This is an optimization exercise on Yosys and OpenROAD, whose aim is small area, a short achievable clock period and few clock cycles per item, not a production implementation. In this exercise RTL edits were held to simulation tests only and were not proved equivalent to the original. No activity file was given, so power comes from the tool's default toggle rates.

--- design/flow/design.v ---
package dotrq_pkg;
   typedef struct packed {
      logic [31:0] deadline;
      logic [15:0] task_id;
   } entry_type;
   typedef struct packed {
      logic      insert;
      logic      shift;
      entry_type new_entry;
   } cell_ctrl_type;
   typedef enum logic [1:0] {
      ST_IDLE = 2'b01,
      ST_TICK = 2'b10
   } state_type;
   localparam logic [2:0] STATUS_RELEASED  = 3'd0;
   localparam logic [2:0] STATUS_QUEUED    = 3'd1;
   localparam logic [2:0] STATUS_SUBMITTED = 3'd2;
   localparam logic [2:0] STATUS_REFUSED   = 3'd3;
   localparam logic [2:0] STATUS_FULL      = 3'd4;
   localparam logic [4:0] MAX_ROOM = 5'd16;
endpackage
module dotrq_cell (
   input  logic                    clock,
   input  dotrq_pkg::cell_ctrl_type ctrl,
   input  logic                    occupied,
   input  logic                    prev_after,
   input  dotrq_pkg::entry_type    prev_entry,
   input  dotrq_pkg::entry_type    next_entry,
   output dotrq_pkg::entry_type    entry,
   output logic                    after
);
   dotrq_pkg::entry_type entry_ff;
   dotrq_pkg::entry_type entry_in;
   assign after = occupied && (entry_ff.deadline <= ctrl.new_entry.deadline);
   assign entry = entry_ff;
   always_comb begin
      entry_in = entry_ff;
      if (ctrl.insert) begin
         if (!prev_after) begin
            entry_in = prev_entry;
         end else if (!after) begin
            entry_in = ctrl.new_entry;
         end
      end else if (ctrl.shift) begin
         entry_in = next_entry;
      end
   end
   always_ff @(posedge clock) begin
      entry_ff <= entry_in;
   end
endmodule
module deadline_ordered_task_release_queue_unit #(
   parameter int QUEUE_DEPTH = 16
) (
   input  logic        clock,
   input  logic        reset,
   input  logic        req_valid,
   output logic        req_stall,
   input  logic        req_command,
   input  logic [31:0] req_current_time,
   input  logic [31:0] req_deadline,
   input  logic [15:0] req_task_id,
   input  logic        req_executor_stopped,
   input  logic [4:0]  req_executor_room,
   output logic        rsp_valid,
   input  logic        rsp_stall,
   output logic [15:0] rsp_out_task_id,
   output logic [2:0]  rsp_status,
   output logic [4:0]  rsp_pending_count,
   output logic        rsp_last
);
   localparam int CW = $clog2(QUEUE_DEPTH + 1);
   dotrq_pkg::state_type     state_ff, state_in;
   logic [CW-1:0]            count_ff, count_in;
   logic [31:0]              now_ff, now_in;
   logic [4:0]               room_ff, room_in;
   logic [4:0]               rel_ff, rel_in;
   logic                     rsp_valid_ff, rsp_valid_in;
   logic [15:0]              rsp_id_ff, rsp_id_in;
   logic [2:0]               rsp_status_ff, rsp_status_in;
   logic [CW-1:0]            rsp_pend_ff, rsp_pend_in;
   logic                     rsp_last_ff, rsp_last_in;
   dotrq_pkg::cell_ctrl_type ctrl;
   logic [QUEUE_DEPTH-1:0][31:0] ent_dl;
   logic [QUEUE_DEPTH-1:0][15:0] ent_id;
   logic [QUEUE_DEPTH-1:0]   after;
   logic [QUEUE_DEPTH-1:0]   occ;
   logic                     out_free;
   logic                     accept;
   logic                     sched_acc;
   logic                     tick_acc;
   logic                     is_due;
   logic                     is_full;
   logic                     head_due;
   logic                     next_due;
   logic                     emit;
   logic                     emit_last;
   logic [4:0]               room_clamped;
   logic [CW+4:0]            pend_ext;
   assign out_free  = !rsp_valid_ff || !rsp_stall;
   assign req_stall = (state_ff != dotrq_pkg::ST_IDLE) || !out_free;
   assign accept    = req_valid && !req_stall;
   assign sched_acc = accept && !req_command;
   assign tick_acc  = accept && req_command;
   assign is_due       = req_deadline <= req_current_time;
   assign is_full      = count_ff >= CW'(QUEUE_DEPTH);
   assign room_clamped = (req_executor_room > dotrq_pkg::MAX_ROOM) ?
                         dotrq_pkg::MAX_ROOM : req_executor_room;
   assign head_due  = occ[0] && (ent_dl[0] <= now_ff) && (rel_ff < room_ff);
   assign next_due  = occ[1] && (ent_dl[1] <= now_ff);
   assign emit      = (state_ff == dotrq_pkg::ST_TICK) && out_free && head_due;
   assign emit_last = ((rel_ff + 5'd1) == room_ff) || !next_due;
   assign ctrl.insert              = sched_acc && !is_due && !is_full;
   assign ctrl.shift               = emit;
   assign ctrl.new_entry.deadline  = req_deadline;
   assign ctrl.new_entry.task_id   = req_task_id;
   for (genvar i = 0; i < QUEUE_DEPTH; i++) begin : g_cell
      dotrq_pkg::entry_type prev_e;
      dotrq_pkg::entry_type next_e;
      dotrq_pkg::entry_type cell_e;
      logic                 prev_a;
      assign occ[i] = CW'(i) < count_ff;
      if (i == 0) begin : g_head
         assign prev_a = 1'b1;
         assign prev_e = ctrl.new_entry;
      end else begin : g_body
         assign prev_a = after[i-1];
         assign prev_e = {ent_dl[i-1], ent_id[i-1]};
      end
      if (i == QUEUE_DEPTH - 1) begin : g_tail
         assign next_e = {ent_dl[i], ent_id[i]};
      end else begin : g_mid
         assign next_e = {ent_dl[i+1], ent_id[i+1]};
      end
      dotrq_cell u_cell (
         .clock      (clock),
         .ctrl       (ctrl),
         .occupied   (occ[i]),
         .prev_after (prev_a),
         .prev_entry (prev_e),
         .next_entry (next_e),
         .entry      (cell_e),
         .after      (after[i])
      );
      assign ent_dl[i] = cell_e.deadline;
      assign ent_id[i] = cell_e.task_id;
   end
   always_comb begin
      state_in      = state_ff;
      count_in      = count_ff;
      now_in        = now_ff;
      room_in       = room_ff;
      rel_in        = rel_ff;
      rsp_valid_in  = rsp_valid_ff && rsp_stall;
      rsp_id_in     = rsp_id_ff;
      rsp_status_in = rsp_status_ff;
      rsp_pend_in   = rsp_pend_ff;
      rsp_last_in   = rsp_last_ff;
      unique case (state_ff)
         dotrq_pkg::ST_IDLE: begin
            if (sched_acc) begin
               rsp_valid_in = 1'b1;
               rsp_id_in    = req_task_id;
               rsp_last_in  = 1'b1;
               rsp_pend_in  = count_ff;
               if (is_due) begin
                  rsp_status_in = (req_executor_stopped || (room_clamped == 5'd0)) ?
                                  dotrq_pkg::STATUS_REFUSED :
                                  dotrq_pkg::STATUS_SUBMITTED;
               end else if (is_full) begin
                  rsp_status_in = dotrq_pkg::STATUS_FULL;
               end else begin
                  rsp_status_in = dotrq_pkg::STATUS_QUEUED;
                  count_in      = count_ff + CW'(1);
                  rsp_pend_in   = count_ff + CW'(1);
               end
            end else if (tick_acc && !req_executor_stopped) begin
               state_in = dotrq_pkg::ST_TICK;
               now_in   = req_current_time;
               room_in  = room_clamped;
               rel_in   = 5'd0;
            end
         end
         dotrq_pkg::ST_TICK: begin
            if (out_free) begin
               if (!head_due) begin
                  state_in = dotrq_pkg::ST_IDLE;
               end else begin
                  rsp_valid_in  = 1'b1;
                  rsp_id_in     = ent_id[0];
                  rsp_status_in = dotrq_pkg::STATUS_RELEASED;
                  rsp_last_in   = emit_last;
                  count_in      = count_ff - CW'(1);
                  rsp_pend_in   = count_ff - CW'(1);
                  rel_in        = rel_ff + 5'd1;
                  if (emit_last) begin
                     state_in = dotrq_pkg::ST_IDLE;
                  end
               end
            end
         end
         default: begin
            state_in = dotrq_pkg::ST_IDLE;
         end
      endcase
   end
   always_ff @(posedge clock) begin
      if (reset) begin
         state_ff     <= dotrq_pkg::ST_IDLE;
         count_ff     <= '0;
         rsp_valid_ff <= 1'b0;
      end else begin
         state_ff     <= state_in;
         count_ff     <= count_in;
         rsp_valid_ff <= rsp_valid_in;
      end
   end
   always_ff @(posedge clock) begin
      now_ff        <= now_in;
      room_ff       <= room_in;
      rel_ff        <= rel_in;
      rsp_id_ff     <= rsp_id_in;
      rsp_status_ff <= rsp_status_in;
      rsp_pend_ff   <= rsp_pend_in;
      rsp_last_ff   <= rsp_last_in;
   end
   assign pend_ext          = (CW+5)'(rsp_pend_ff);
   assign rsp_valid         = rsp_valid_ff;
   assign rsp_out_task_id   = rsp_id_ff;
   assign rsp_status        = rsp_status_ff;
   assign rsp_pending_count = pend_ext[4:0];
   assign rsp_last          = rsp_last_ff;
endmodule
--- design/flow/run.sh ---
#!/bin/bash
# synth_recipe.tcl (not shown) runs the flow's synth.tcl, then flattens the netlist and writes it again
# the make line also repeats each setting of config.mk as NAME=value (left out here)
make -C /OpenROAD-flow-scripts/flow DESIGN_CONFIG=/design/flow/config.mk WORK_HOME=/design/flow/orfs CLKGATE_MAP_FILE= SYNTH_SCRIPT=/design/flow/synth_recipe.tcl finish
--- design/flow/config.mk ---
export PLATFORM = sky130hd
export DESIGN_NAME = deadline_ordered_task_release_queue_unit
export DESIGN_NICKNAME = deadline_ordered_task_release_queue_unit
export VERILOG_FILES = /design/flow/design.v
export SDC_FILE = /design/flow/constraint.sdc
export NUM_CORES = 4
export LEC_CHECK = 0
export CAP_MARGIN = 20
export CORE_MARGIN = 2
export CORE_UTILIZATION = 40
export SLEW_MARGIN = 20
--- design/flow/constraint.sdc ---
create_clock -name core_clock -period 5.5 [get_ports {clock}]
set_input_delay 1.1000 -clock core_clock [delete_from_list [all_inputs] [get_ports {clock}]]
set_output_delay 1.1000 -clock core_clock [all_outputs]
set_load 0.01 [all_outputs]
==> results.txt <==
[where the power goes]
group / internal (mW) / switching (mW)
clock network: 3.92 / 2.85
registers: 7.93 / 0.417
logic: 2.10 / 3.48
total: 13.9 / 6.75
[registers in the layout, summed over array words and instances, names as in the netlist]
signal and flops:
count_ff 5, rsp_last_ff 1, now_ff 32, rsp_valid_ff 1, rsp_id_ff 16, rsp_pend_ff 5
state_ff 2, g_cell.u_cell.entry_ff 768, rel_ff 5, rsp_status_ff 3, room_ff 5
[worst max-delay path, cell delays in order]
cell and delay [ns]:
clkdlybuf4s50_1 0.75, ha_1 0.48, nand4_1 0.14, or4_1 0.60, a2bb2oi_1 0.18, a31oi_1 0.82, a31oi_4 0.05, buf_4 0.24
buf_12 0.18, nor4_2 0.83, buf_12 0.23, o211ai_1 0.09, o211ai_1 0.13
[cell type report]
cell class	count	area [um^2]	share of cell area, %
inverter	156	593	0.908
timing repair buffer	433	4920	7.53
multi-input combinational	3675	29000	44.3
clock inverter	69	681	1.04
clock buffer	114	2580	3.94
antenna	3	7.51	0.0115
sequential	843	25200	38.6
tap	1876	2350	3.59
[routing by layer]
layer / part of all wire, % / vias up / global-route usage, %
li1: - / 20826 / -
met1: 45 / 22919 / 38.7
met2: 42 / 2196 / 38.4
met3: 9.1 / 302 / 4.35
met4: 3.4 / 0 / 9.57
met5: 0 / - / 0
[synth_stat cells, drive strengths merged (128+ instances only)]
cell type and instances:
edfxtp 835, nand4 152, a221o 387, o211a 192
ha 588, a21oi 170, o211ai 208, nor2 128
o21ai 198, inv 156, nand3 274, a21o 194
nand2 431, clkbuf 277, buf 183
[metrics by stage]
| step | cells | setup WS [ns] |
|---|---|---|
| 3_3_place_gp | 6983 | -0.395 |
| 4_1_cts | 7166 | 0.317 |
| 3_5_place_dp | 6983 | -0.428 |
| 5_1_grt | 7166 | 0.154 |
| 6_report | 7169 | 0.204 |
| 2_1_floorplan | 5134 | -0.890 |
[cell families (layout without fill, tap and decap cells)]
| logic type | after synthesis | in the layout |
|---|---|---|
| compound gates | 1581 | 1581 |
| simple gates | 1396 | 1396 |
| flops | 843 | 843 |
| buf+inv | 616 | 772 |
| fa+ha+maj | 588 | 588 |
| mux | 101 | 101 |
| xor+xnor | 9 | 9 |
| other cells | 0 | 3 |
[path summary, 6_finish.rpt]
kind	start	to	slack, ns	cells past startpoint
worst max register to register	g_cell[0].u_cell.entry_ff[37]$_DFFE_PP_	count_ff[1]$_SDFFE_PP0P_	1.45	11
worst min register to register	g_cell[15].u_cell.entry_ff[37]$_DFFE_PP_	g_cell[14].u_cell.entry_ff[37]$_DFFE_PP_	0.52	2
worst max-delay path	req_deadline[31]	g_cell[6].u_cell.entry_ff[3]$_DFFE_PP_	0.20	13
worst min-delay path	g_cell[15].u_cell.entry_ff[37]$_DFFE_PP_	g_cell[14].u_cell.entry_ff[37]$_DFFE_PP_	0.52	2
==> flow_summary.yaml <==
run_status:
  outcome: "timing/DRC/antenna clean"
cts:
  numCtsBuffers: 100
  hold_buffers: 0
  cts_buffer_depth: 3
  cts_setup_buffers: 0
  clkLatencyLatePin_ns: 0.72
  clock_sinks: 843
  h-tree-depth: 3
  cts_tree: "yes"
  cts-root-buf: "clkbuf_16"
  cts_resized: 0
  clk_pin_slew_ns: 0.06
logic_synthesis:
  synth_top_cell_area_share_pct: 44.7
  synth-seq-cells: 843
  synth_area_leaders: "edfxtp_1 (45%), ha_1 (13%), a221o_1 (6.9%)"
  syn_inst: 5134
  muxShareOfSynthArea_pct: 1.92
  yosysSeqAreaShare_pct: 45.0
  synth-adder-area-share_pct: 13.1
  ys_warn_count: 2
  synth_area_per_cell_um2: 10.9
  synth_nets: 5813
  synth_top_area_cell: "edfxtp_1"
  syn_area_mm2: 0.0561
  ys_async_sr_fraction_pct: 0
  synth_flop_cell: "edfxtp_1"
  yosys.area_share.simple_pct: 13.1
  synth_top_family_by_area: "compound AO/OA/AOI/OAI gates"
  synth_cell_type_count: 71
  synth_xor_area_share_pct: 0.141
  synth-edff-count: 835
  synth_compound_area_share_pct: 22.2
placed_design:
  gp_congestion: 0.922
  port_buffers: 117
  placedInstanceArea_mm2: 0.0621
  dpl.hpwl_mm: 146
cells_and_area:
  layout_commonest_cell: "edfxtp_1"
  syn_to_final_growth_pct: 16.4
  final.fill_count: 12544
  final_cell_mix: "edfxtp_1 (835), ha_1 (587), nand2_1 (429), a221o_1 (387), nand3_1 (273)"
  drive_gt1_share_pct: 12.1
  finish.utilization_pct: 46.9
  nNetsFinal: 5888
  postLayoutCellArea_mm2: 0.0653
drt:
  ant_nets: 0
  dr.pass1.iters: 6
  vias: 46243
  drc_errors: 0
  vias_per_cell: 6.45
  avgRoutedWirePerCell_um: 26.8
  routed_wl_mm: 192
  drt_iter0_drc: 5622
floorplanning:
  coreArea_mm2: 0.139
  io_pins: 118
  start_util_pct: 40.3
  die_x_um: 379
  rows: 137
  dieArea_mm2: 0.143
  die_h_um: 379
worst_setup_path:
  cp.required_ns: 6.05
  path_class: "input port to flip-flop"
  startpoint_type: "input port"
  setup.worst_path.end_class: "flip-flop"
  critPathArrivalTime_ns: 5.85
  path_max_fanout: 26
grt:
  gr-usage-all-layers_pct: 26.3
  globalRouteOverflowTotal: 0
  grt_max_degree: 125
  first_global_vias: 44170
  antenna_found_initial: 4
  grt_pass1_wl_mm: 287
power:
  power.total_mw: 20.7
  p_per_area_mw_per_mm2: 317
  ir_worst_vdd_uv: 223
  leakage_nw: 26.8
min_path:
  hold_path.class: "flip-flop to flip-flop"
timing:
  tightestPinTransition_ns: 1.13
  fmax_mhz: 189
  timing.hold.ws_ns: 0.520
  setup_violations: 0
  slew_headroom_pct: 23.9
  min_period_ns: 5.30
  finalCritPeriodShare_pct: 96.3
  hold_violations: 0
  tns_ns: 0
  skew_ns: 0.0265
  slew_violations: 0
  rsz0062_at_grt: "false"
run:
  maxCapViolations: 0
Testbench counts, summed over its fixed seeds: cycles 20,501, items 12,000.

-- what the ideal ports hide --
No port has a modelled driver above. Below, the same layout with a new extraction and two added sets of constraints.
Step 1 assumes that a clkbuf_16 drives the clock port and a buf_2 every other input.
Step 2 adds t to the input delays and takes it off the output delays; t is the mean of the earliest and latest rising clock arrival at the registers after step 1. Input paths then give back, and output paths get back, about the clock's delay inside the block.
Three values: ideal ports, drivers, drivers and shift; two values: the first two.
t (ns): 0.784
setup slack, ns: 0.204 / 0.250 / -0.534
worst register clock-pin slew, ns: 0.06 / 0.06
pins driven straight from the clock port: 1
With both steps, setup timing fails in this run, where it was met with ideal ports. The setup slack of this run moves by +0.046 ns with the drivers and by -0.738 ns with both steps.
